This is an optimization exercise on Yosys and OpenROAD, whose aim is small area, a short achievable clock period and few clock cycles per item, not a production implementation. Where RTL was checked, it was by simulation tests only, not by an equivalence proof against the original. No activity file was given, so power comes from the tool's default toggle rates.

// stream_record_player
module stream_record_player #(
    parameter int DATA_WIDTH = 8,
    parameter int ADDR_WIDTH = 8
) (
    input  logic                  clk,
    input  logic                  reset,
    input  logic                  record,
    input  logic                  play,
    input  logic                  loop,
    input  logic [DATA_WIDTH-1:0] in_data,
    input  logic                  in_valid,
    input  logic                  in_last,
    output logic                  in_ready,
    output logic [DATA_WIDTH-1:0] out_data,
    output logic                  out_valid,
    output logic                  out_last,
    input  logic                  out_ready,
    output logic [ADDR_WIDTH:0]   stored_len,
    output logic                  overflow,
    output logic                  busy
);
    localparam int                  DEPTH    = 1 << ADDR_WIDTH;
    localparam int                  SPB      = 3;                   
    localparam int                  SP       = 1 << SPB;            
    localparam int                  NTAP     = DEPTH / SP;
    localparam int                  TB       = ADDR_WIDTH - SPB;    
    localparam int                  TLB      = 3;                   
    localparam int                  TL       = 1 << TLB;
    localparam int                  TH       = NTAP / TL;
    localparam int                  DL       = SP;                  
    localparam int                  FD       = 9;                   
  ...
export LEC_CHECK = 0
export CAP_MARGIN = 20
export CORE_MARGIN = 2
export CORE_UTILIZATION = 40
export CTS_BUF_LIST = sky130_fd_sc_hd__clkbuf_16
export CTS_CLUSTER_DIAMETER = 80
export CTS_CLUSTER_SIZE = 30
export SETUP_SLACK_MARGIN = 3.0
export SLEW_MARGIN = 20
create_clock -name core_clock -period 5.0 [get_ports {clk}]
run.sh (not shown) runs the stock make flow with config.mk's settings and CLKGATE_MAP_FILE= SYNTH_SCRIPT=/design/flow/synth_recipe.tcl, a recipe that flattens the netlist after the stock synthesis.
Change:
Settings changed: SETUP_SLACK_MARGIN 3.0 to 2.7.
Outcome:
- combinational power came out lower by roughly a tenth
- worst setup slack loses 46 ps
- first-iteration DRC count came out lower by about a fifth
- wire length decreases by a few percent
- via count fell slightly
- critical path depth is higher by 1
- maximum frequency came out lower slightly
- flip-flop and latch count does not change
- cell count drops slightly
No functional check of the RTL was part of any run of this note.

========
Setup of try-fjord:
stream_record_player, a different RTL version from the one above (not shown whole).
For scale: roughly 2300 flip-flops, ~38 I/O pins, roughly 57000 um2 of cells after synthesis.
// stream_record_player
module stream_record_player #(
    parameter int DATA_WIDTH = 8,
    parameter int ADDR_WIDTH = 8
) (
    input  logic                  clk,
    input  logic                  reset,
    input  logic                  record,
    input  logic                  play,
    input  logic                  loop,
    input  logic [DATA_WIDTH-1:0] in_data,
    input  logic                  in_valid,
    input  logic                  in_last,
    output logic                  in_ready,
    output logic [DATA_WIDTH-1:0] out_data,
    output logic                  out_valid,
    output logic                  out_last,
    input  logic                  out_ready,
    output logic [ADDR_WIDTH:0]   stored_len,
    output logic                  overflow,
    output logic                  busy
);
clock: 5.0 ns
lec_check: 0
cap_margin: 20
core_margin: 2
core_utilization: 40
cts_buf_list: sky130_fd_sc_hd__clkbuf_16
cts_cluster_diameter: 80
cts_cluster_size: 30
setup_slack_margin: 2.7
slew_margin: 20
In summary, try-fjord completed successfully, with a layout that passed the timing, DRC and antenna checks.
Input-level comparison between try-juniper and try-fjord:
Settings: removing CTS_BUF_LIST (formerly sky130_fd_sc_hd__clkbuf_16); removing CTS_CLUSTER_DIAMETER (formerly 80); removing CTS_CLUSTER_SIZE (formerly 30).
## What came out
Of try-fjord and try-juniper, try-fjord shows the lower area added between synthesis and finish, with try-juniper above it. The final reports for try-juniper and try-fjord show sequential share of layout area lower in the former. Comparing try-fjord against try-juniper, there is no change at all in net count of the mapped netlist. Lower switching power goes to try-fjord over try-juniper. On fraction of power consumed by combinational cells: try-juniper sits below try-fjord. Count of clock buffers in the final design was lower in try-fjord than in try-juniper. Portion of the clock cycle consumed by the worst path in the final layout: try-juniper lower than try-fjord.
Edits applied to the flow inputs when going from try-juniper to try-sierra:
Settings: an added CTS_CLUSTER_SIZE of 20; an added CTS_BUF_LIST of sky130_fd_sc_hd__clkbuf_8; an added CTS_CLUSTER_DIAMETER of 60.
### Flow results
In the metrics for try-sierra and try-juniper, the one carrying the higher final period utilization is try-sierra.
try-sierra — antenna diode count 2 higher, try-juniper as reference
In the metrics for try-sierra and try-juniper, the one carrying the lower combinational power is try-sierra.
Number of optimization iterations in the first detailed-route pass, try-sierra and try-juniper: lower on try-sierra
Layout clock buffer count was lower in try-sierra than in try-juniper.
A first element of the critical path of out_last is what try-sierra shows, while stored_len[4] belongs to try-juniper.
More vias were needed by try-juniper than by try-sierra.
try-sierra vs try-juniper, share of cell area taken by multi-input logic gates went up by 0.94 points.
In the metrics for try-sierra and try-juniper, the one carrying the higher global-route usage is try-juniper.
try-sierra — total clock buffers created by CTS about 30% lower, try-juniper as reference
Function was not checked in any run of this note: the RTL went through the layout flow alone.

========
build 90:
stream_record_player, a different RTL version from the one above (not shown whole).
Size: roughly 2,400 flip-flops, roughly 38 I/O pins, roughly 0.058 sq mm of cells after synthesis.
// stream_record_player
module stream_record_player #(
    parameter int DATA_WIDTH = 8,
    parameter int ADDR_WIDTH = 8
) (
    input  logic                  clk,
    input  logic                  reset,
    input  logic                  record,
    input  logic                  play,
    input  logic                  loop,
    input  logic [DATA_WIDTH-1:0] in_data,
    input  logic                  in_valid,
    input  logic                  in_last,
    output logic                  in_ready,
    output logic [DATA_WIDTH-1:0] out_data,
    output logic                  out_valid,
    output logic                  out_last,
    input  logic                  out_ready,
    output logic [ADDR_WIDTH:0]   stored_len,
    output logic                  overflow,
    output logic                  busy
);
    localparam int                  DEPTH    = 1 << ADDR_WIDTH;
    localparam int                  SPB      = 3;                   
    localparam int                  SP       = 1 << SPB;            
    localparam int                  NTAP     = DEPTH / SP;
    localparam int                  TB       = ADDR_WIDTH - SPB;    
    localparam int                  TLB      = 3;                   
    localparam int                  TL       = 1 << TLB;
    localparam int                  TH       = NTAP / TL;
    localparam int                  DL       = SP;                  
    localparam int                  FD       = 10;                  
    localparam int                  FB       = 4;                   
    localparam logic [ADDR_WIDTH:0] PTR_ONE  = {{ADDR_WIDTH{1'b0}}, 1'b1};
    localparam logic [ADDR_WIDTH:0] LAST_IDX = {1'b0, {ADDR_WIDTH{1'b1}}};
    localparam logic [ADDR_WIDTH-1:0] PH_START = ADDR_WIDTH'(SP - 2);
    localparam logic [ADDR_WIDTH-1:0] WPOS0    = PH_START + ADDR_WIDTH'(2);
    logic loop_req;
    assign loop_req = loop;
    logic                   rec_cap, rec_done;
    logic                   rec_cap_n, rec_done_n;
    logic                   play_run, play_done;
  ...
Settings: LEC_CHECK=0, ABC_AREA=1, CAP_MARGIN=20, CORE_MARGIN=2, CORE_UTILIZATION=40, CTS_BUF_LIST=sky130_fd_sc_hd__clkbuf_16, CTS_CLUSTER_DIAMETER=80, CTS_CLUSTER_SIZE=30, SETUP_SLACK_MARGIN=3.0, SLEW_MARGIN=20; clock period 5.0 ns.
Build 90 reached the final stage; the timing, DRC and antenna checks on its layout passed.
Testbench counts of build 90, summed over its fixed seeds: cycles 56,241, items 34,689.
[inputs] build 85 vs build 90
diff --git a/flow/config.mk b/flow/config.mk
--- a/flow/config.mk
+++ b/flow/config.mk
@@ -8 +7,0 @@
-export ABC_AREA = 1
Compared with build 90, in build 85 number of gates given a new drive strength after cts rose 37%, post-detailed-route via-to-cell ratio now sits higher.
Initial antenna violation count for build 85: 2 up relative to build 90
Total power: build 85 < build 90
Diff build 90 -> build 85 | largest net degree at the start of global routing | decrease of 48%
Build 85 ended with more final setup slack of the worst path than build 90.
Sort build 90 and build 85 by total of fill cells in the finished design desc -> top: build 90
The higher final cell count came out of build 90.
> inputs changed (build 85 -> build 36)
diff --git a/flow/config.mk b/flow/config.mk
--- a/flow/config.mk
+++ b/flow/config.mk
@@ -14 +14,2 @@
-export SETUP_SLACK_MARGIN = 3.0
+export PLACE_DENSITY = 0.75
+export SETUP_SLACK_MARGIN = 2.75
==> results.txt <==
- Any difference in number of instances in the synthesized netlist between build 85 and build 36 is small enough to ignore.
- In build 36 the total power of the final layout turned out 5.1% lower than in build 85.
- Build 36 improves on build 85 in worst setup slack after placement.
- Every stage of the flow completed for build 85, and the final layout passed the timing, DRC and antenna checks.
- Build 36: no failed stages, no open violations at the end
- Relative contribution of sequential cells to total power is lower on build 85
#### Input delta (build 70 over build 36)
diff --git a/flow/config.mk b/flow/config.mk
--- a/flow/config.mk
+++ b/flow/config.mk
@@ -14,2 +14 @@
-export PLACE_DENSITY = 0.75
-export SETUP_SLACK_MARGIN = 2.75
+export SETUP_SLACK_MARGIN = 2.6
Results
For flip-flop and latch share of the layout cell area, build 70 and build 36 come out practically identical. Build 70 vs. build 36: buffer count excluding the clock tree in the final layout went down 13; total number of cells along the worst setup path decreased 1.
Relative to build 70, the following input files were edited for build 87:
diff --git a/flow/config.mk b/flow/config.mk
--- a/flow/config.mk
+++ b/flow/config.mk
@@ -14 +14 @@
-export SETUP_SLACK_MARGIN = 2.6
+export SETUP_SLACK_MARGIN = 2.75
Results
- In build 87, the met1 wire length came out 1.9 mm above the value in build 70.
- Build 87 reached the final stage; the timing, DRC and antenna checks on its layout passed.
- Build 87 against build 70: setup slack higher; core utilization has increased; antenna diode count went up by 2; normalized max-slew margin fell 12 points; average routed wire per standard cell went up by about 2.7%.

========
## the baseline
stream_record_player, a different RTL version from the one above (not shown whole).
For scale: ~3800 cells after synthesis, roughly 2300 flip-flops, about 56000 sq um of cells after synthesis.
clock: 5.0 ns
lec_check: 0
cap_margin: 20
core_margin: 2
core_utilization: 40
cts_buf_list: sky130_fd_sc_hd__clkbuf_16
cts_cluster_diameter: 80
cts_cluster_size: 30
setup_slack_margin: 2.8
slew_margin: 20
The baseline did not stop at any stage, and its layout met the timing, DRC and antenna checks.
## Diff of input files: the candidate against the baseline
Settings: TNS_END_PERCENT now 10, previously not set; SETUP_SLACK_MARGIN now 3.0, was 2.8.
Findings:
Of the candidate and the baseline, it is the candidate that has the higher global-route wire length before repair. In the candidate, the combinational share of power came out 0.2 points above the value in the baseline. Relative to the baseline, global placement routability congestion has gone down in the candidate. Compared with the baseline, the candidate shows a routed metal-1 wirelength that is 1.5% higher. Combinational power (lower): the baseline. Relative to the baseline, clock-buffer cell count has gone up in the candidate. As of the candidate, total length of routed wires had risen slightly compared to the baseline. Critical path's largest stage delay, the candidate and the baseline: smaller value in the candidate. The candidate against the baseline: final-layout worst hold slack saw an increase, global-route usage rose 0.18 points.
Function was not checked in any run of this note: the RTL went through the layout flow alone.

========
Setup of v6:
stream_record_player, a different RTL version from the one above (not shown whole).
clock: 5.0 ns
lec_check: 0
cap_margin: 20
core_margin: 2
core_utilization: 60
cts_buf_list: sky130_fd_sc_hd__clkbuf_16
cts_cluster_diameter: 80
cts_cluster_size: 30
setup_slack_margin: 2.7
slew_margin: 20
Testbench counts of v6, summed over its fixed seeds: cycles 56,189, items 34,689.
Modified inputs, v7 compared to v6
- CTS_CLUSTER_SIZE removed (was 30)
- CORE_UTILIZATION changed from 60 to 40
- CTS_BUF_LIST removed (was sky130_fd_sc_hd__clkbuf_16)
- CTS_CLUSTER_DIAMETER removed (was 80)
### Flow results
Count of clock-buffer cells in the layout in v7 is 210 higher than in v6. Against v6 as the reference, v7 delivers a lower share of total power consumed by net switching. v6 ended up with ring[128][0] as its termination of the worst setup path; v7 ended up with stored_len[4]. Delta (v7 minus v6): violation count after the first detailed-route iteration went down by 410; detailed-route wire length was more or less identical.

========
Another version of the RTL of stream_record_player (not shown whole).
Size in the first run: roughly 3,800 cells after synthesis, about 38 I/O pins, about 56,000 µm² of cells after synthesis.
==> flow/design.v (excerpt) <==
module stream_record_player #(
    parameter int DATA_WIDTH = 8,
    parameter int ADDR_WIDTH = 8
) (
    input  logic                  clk,
    input  logic                  reset,
    input  logic                  record,
    input  logic                  play,
    input  logic                  loop,
    input  logic [DATA_WIDTH-1:0] in_data,
    input  logic                  in_valid,
    input  logic                  in_last,
    output logic                  in_ready,
    output logic [DATA_WIDTH-1:0] out_data,
    output logic                  out_valid,
    output logic                  out_last,
    input  logic                  out_ready,
    output logic [ADDR_WIDTH:0]   stored_len,
    output logic                  overflow,
    output logic                  busy
);
clock: 5.0 ns
lec_check: 0
cap_margin: 20
core_margin: 2
core_utilization: 40
cts_buf_list: sky130_fd_sc_hd__clkbuf_16
cts_cluster_diameter: 120
cts_cluster_size: 32
place_density: 0.75
setup_slack_margin: 2.75
slew_margin: 20
The first run passed the timing, DRC and antenna checks.
Testbench counts at the start, summed over its fixed seeds: cycles 56,233, items 34,689.
Then changed:
--- a/flow/config.mk
+++ b/flow/config.mk
@@ -11,5 +11,4 @@
 export CTS_BUF_LIST = sky130_fd_sc_hd__clkbuf_16
-export CTS_CLUSTER_DIAMETER = 120
-export CTS_CLUSTER_SIZE = 32
-export PLACE_DENSITY = 0.75
+export CTS_CLUSTER_DIAMETER = 80
+export CTS_CLUSTER_SIZE = 30
 export SETUP_SLACK_MARGIN = 2.75
The changed run completed with no timing, DRC or antenna violations.
First-iteration DRC count decreases by 5.6%.
Via count decreases by 2.2%.
Total power increases by 1.6%.
Die area stays the same.
Sequential share of layout area decreases by 0.32 points.
Hold slack gains 0.0042 ns.
Routed wire length increases by 0.89%.
Setup slack gains 0.016 ns.

==> static timing again, ports no longer ideal <==
No port has a modelled driver above. Below, the same layouts with a new extraction and two added sets of constraints. Step 1 (the two cells are an assumption about what drives the block):
set clk [get_ports {clk}]
set_driving_cell -lib_cell sky130_fd_sc_hd__clkbuf_16 $clk
set_driving_cell -lib_cell sky130_fd_sc_hd__buf_2 [delete_from_list [all_inputs] $clk]
Step 2, shift: input delay + t, output delay - t, t = (earliest + latest rising clock arrival at the registers) / 2. This alone moves slack from input paths to output paths. Three values: ideal, step 1, step 2; two values: the first two.
| run | t, ns | setup slack, ns | worst slew at a driven data input, ns | cell pins on the clock port's net |
|---|---|---|---|---|
| the first run of note 1 | 0.793 | 2.681 / 2.618 / 2.010 | 0.10 | 1 |
| the second run of note 1 | 0.782 | 2.635 / 2.610 / 1.905 | 0.05 | 1 |
| try-fjord | 0.765 | 2.606 / 2.606 / 1.909 | 0.03 | 1 |
| try-juniper | 0.865 | 2.660 / 2.584 / 1.895 | 0.03 | 1 |
| try-sierra | 0.931 | 2.571 / 2.499 / 1.742 | 0.03 | 1 |
| build 90 | 0.776 | 2.708 / 2.632 / 2.399 | 0.03 | 1 |
| build 85 | 0.774 | 2.720 / 2.643 / 2.196 | 0.03 | 1 |
| build 36 | 0.760 | 2.687 / 2.610 / 2.120 | 0.04 | 1 |
| build 70 | 0.780 | 2.662 / 2.586 / 2.002 | 0.05 | 1 |
| build 87 | 0.764 | 2.722 / 2.643 / 2.088 | 0.04 | 1 |
| the baseline | 0.766 | 2.639 / 2.639 / 1.958 | 0.06 | 1 |
| the candidate | 0.756 | 2.622 / 2.622 / 1.970 | 0.07 | 1 |
| v6 | 0.754 | 2.545 / 2.545 / 2.039 | 0.04 | 1 |
| v7 | 0.865 | 2.660 / 2.584 / 1.895 | 0.03 | 1 |
| the first run of note 6 | 0.752 | 2.679 / 2.611 / 2.198 | 0.03 | 1 |
| the second run of note 6 | 0.750 | 2.696 / 2.627 / 2.172 | 0.03 | 1 |
After both steps setup and hold are still met in every run listed. For try-sierra, which loses most, drivers alone change the setup slack by -0.072 ns; drivers and shift together by -0.829 ns.
